Background: an optimization exercise with open tools, aiming at small area. Do not read the settings as production practice. Only simulation tests tie the RTL to the original design; equivalence was not proved. No activity file was given, so power comes from the tool's default toggle rates.

## int_sched_top
module int_sched_top (
  input  logic        clk,
  input  logic        rst,
  input  logic        ray_valid,
  input  logic [80:0] ray_in,
  output logic        ray_stall,
  output logic        issue_valid,
  output logic [80:0] issue_pipe,
  input  logic        em_miss,
  input  logic [15:0] em_ray_id,
  input  logic        fr_valid,
  input  logic        fr_hit,
  input  logic [15:0] fr_ray_id,
  input  logic [15:0] fr_tri_id,
  output logic        we,
  input  logic        full,
  output logic [32:0] res_out,
  output logic        idle,
  output logic        err
);
  localparam int DEPTH = 64;
  logic [6:0]  used_r;
  logic [6:0]  infl_r;
  logic [5:0]  wptr_r;
  logic [5:0]  rptr_r;
  logic        issue_valid_r;
  logic        err_r;
  logic [80:0] issue_pipe_r;
  logic [DEPTH-1:0][32:0] mem_r;
  logic accept_s, rd_s, em_ok_s, fr_ok_s, n1_s, n2_s, err_evt_s;
  logic [32:0] em_res_s, fr_res_s, first_s, even_s, odd_s;
  assign ray_stall = used_r[6];
  assign accept_s  = ray_valid & ~used_r[6];
  assign rd_s      = (used_r != infl_r) & ~full;
  assign em_ok_s = em_miss & (infl_r != 7'd0);
  assign fr_ok_s = fr_valid & (em_ok_s ? (infl_r[6:1] != 6'd0) : (infl_r != 7'd0));
  assign n1_s    = em_ok_s | fr_ok_s;
  assign n2_s    = em_ok_s & fr_ok_s;
  assign err_evt_s = (em_miss & ~em_ok_s) | (fr_valid & ~fr_ok_s);
  assign em_res_s = {em_ray_id, 17'd0};
  assign fr_res_s = {fr_ray_id, fr_hit, fr_tri_id & {16{fr_hit}}};
  assign first_s  = em_ok_s ? em_res_s : fr_res_s;
  assign even_s   = wptr_r[0] ? fr_res_s : first_s;
  assign odd_s    = wptr_r[0] ? first_s : fr_res_s;
  always_ff @(posedge clk or negedge rst) begin
    if (!rst) begin
      used_r        <= '0;
      infl_r        <= '0;
      wptr_r        <= '0;
      rptr_r        <= '0;
      issue_valid_r <= 1'b0;
      err_r         <= 1'b0;
    end else begin
      used_r        <= used_r + 7'(accept_s) - 7'(rd_s);
  ...
Size: roughly 4500 cells after synthesis, roughly 2200 flip-flops, roughly 260 I/O pins, roughly 0.081 mm^2 of cells after synthesis.
clock: 6.0 ns
lec_check: 0
cap_margin: 0
core_margin: 2
core_utilization: 45
cts_buf_list: sky130_fd_sc_hd__clkbuf_8
slew_margin: 0
run.sh (not shown) runs the stock make flow with config.mk's settings and CLKGATE_MAP_FILE= SYNTH_SCRIPT=/design/flow/synth_recipe.tcl, a recipe that flattens the netlist after the stock synthesis.
The first run produced a clean layout.
Change:
Settings changed: CAP_MARGIN 0 to 20, CTS_BUF_LIST sky130_fd_sc_hd__clkbuf_8 to not set, SLEW_MARGIN 0 to 20.
Effect:
- The changed run passed the timing, design-rule and antenna checks
- clock power grows by about 10%
- via count shrinks by 1.8%
- synthesized area is unchanged
- cell area grows by 0.38%
- combinational power barely changes
- setup slack is better by 0.062 ns
- power grows by 3.3%
- maximum frequency grows by 1.1%
- sequential power is about the same
- non-clock buffer count shrinks by 17


Another version of the RTL of int_sched_top (not shown whole).
Size: ~0.080 sq mm of cells after synthesis.
## int_sched_top
module int_sched_top (
  input  logic        clk,
  input  logic        rst,
  input  logic        ray_valid,
  input  logic [80:0] ray_in,
  output logic        ray_stall,
  output logic        issue_valid,
  output logic [80:0] issue_pipe,
  input  logic        em_miss,
  input  logic [15:0] em_ray_id,
  input  logic        fr_valid,
  input  logic        fr_hit,
  input  logic [15:0] fr_ray_id,
  input  logic [15:0] fr_tri_id,
  output logic        we,
  input  logic        full,
  output logic [32:0] res_out,
  output logic        idle,
  output logic        err
);
  localparam int DEPTH = 64;
  logic [6:0]  used_r;
  logic [6:0]  infl_r;
  logic [5:0]  wptr_r;
  logic [5:0]  rptr_r;
  logic        infl_nz_r;    
  logic        infl_ge2_r;   
  logic        issue_valid_r;
  logic        err_r;
  logic [80:0] issue_pipe_r;
  logic [DEPTH-1:0][32:0] mem_r;
  logic [6:0] infl_next_s;
  logic accept_s, rd_s, em_ok_s, fr_ok_s, n1_s, n2_s, err_evt_s;
  logic [32:0] em_res_s, fr_res_s, first_s, even_s, odd_s;
  assign ray_stall = used_r[6];
  assign accept_s  = ray_valid & ~used_r[6];
  ...
clock: 6.0 ns
lec_check: 0
cap_margin: 0
core_margin: 2
core_utilization: 50
cts_buf_list: sky130_fd_sc_hd__clkbuf_8
cts_cluster_diameter: 80
cts_cluster_size: 14
setup_slack_margin: 0.1
slew_margin: 0
synth_hierarchical: 1
standard.sh (not shown) runs the stock make flow with config.mk's settings and CLKGATE_MAP_FILE= SYNTH_SCRIPT=/design/flow/synth_recipe.tcl, a recipe that flattens the netlist after the stock synthesis.
==> flow/flow/run.sh <==
#!/bin/bash
# Standard layout, except that the port buffers use the smallest buffer cell.
# Each tool's output goes to its own log file in this folder.
cp standard.sh standard_sh.txt
export BUFFER_PORTS_ARGS="-buffer_cell sky130_fd_sc_hd__buf_1"
bash standard.sh > standard.log 2>&1
status=$?
# Keep ORFS's per-step logs beside this flow's log.
mkdir -p orfs_logs
cp -r orfs/logs/. orfs_logs/ 2>/dev/null
exit $status
The starting point ran to the end with violations: setup timing.
Next try:
Settings changed: CORE_UTILIZATION 50 to 45.
After rerunning:
- Now the flow completed with no timing, DRC or antenna violations
- combinational power hardly moves
- worst hold slack degrades by 61 ps
- synthesized cell count does not change
- fmax rose by 0.98%
- design area barely changes
- register-to-register slack got worse by 260 ps
- global-route usage fell by 4.1 points
- utilization is lower by 5.2 points
Next try:
Settings changed: CTS_CLUSTER_DIAMETER 80 to 45, CTS_CLUSTER_SIZE 14 to 12.
Effect: The new run produced a clean layout; die area is unchanged; cell area increases by about 2.3%; worst setup slack is worse by 10 ps; wire length increases by about 0.6%; combinational power barely changes.

## static timing again, ports no longer ideal
No port has a modelled driver above. Below, the same layouts with a new extraction and two added sets of constraints.
Step 1 sets driving cells, clkbuf_16 on the clock port and buf_2 on the other inputs (assumed; they add their load-dependent delay and slew).
Step 2 moves the port delays by t, midway between the first and last clock arrival at a register: inputs arrive t later, outputs are due t later. That takes back most of the time a late clock gives input paths.
a / b / c = ideal / step 1 / step 2; a / b = the first two.
run	t, ns	setup slack, ns	slew at the worst register clock pin (ns)	worst data-port slew with drivers (ns)
the first run of note 1	1.123	0.056 / -0.025 / 1.097	0.07 / 0.07	0.06
the second run of note 1	0.916	0.118 / 0.034 / 0.950	0.07 / 0.07	0.05
the first run of note 2	1.031	-0.046 / -0.129 / 0.903	0.11 / 0.11	0.06
the second run of note 2	1.058	0.012 / -0.072 / 0.892	0.11 / 0.11	0.07
the third run of note 2	1.133	0.002 / -0.081 / 0.976	0.09 / 0.09	0.07
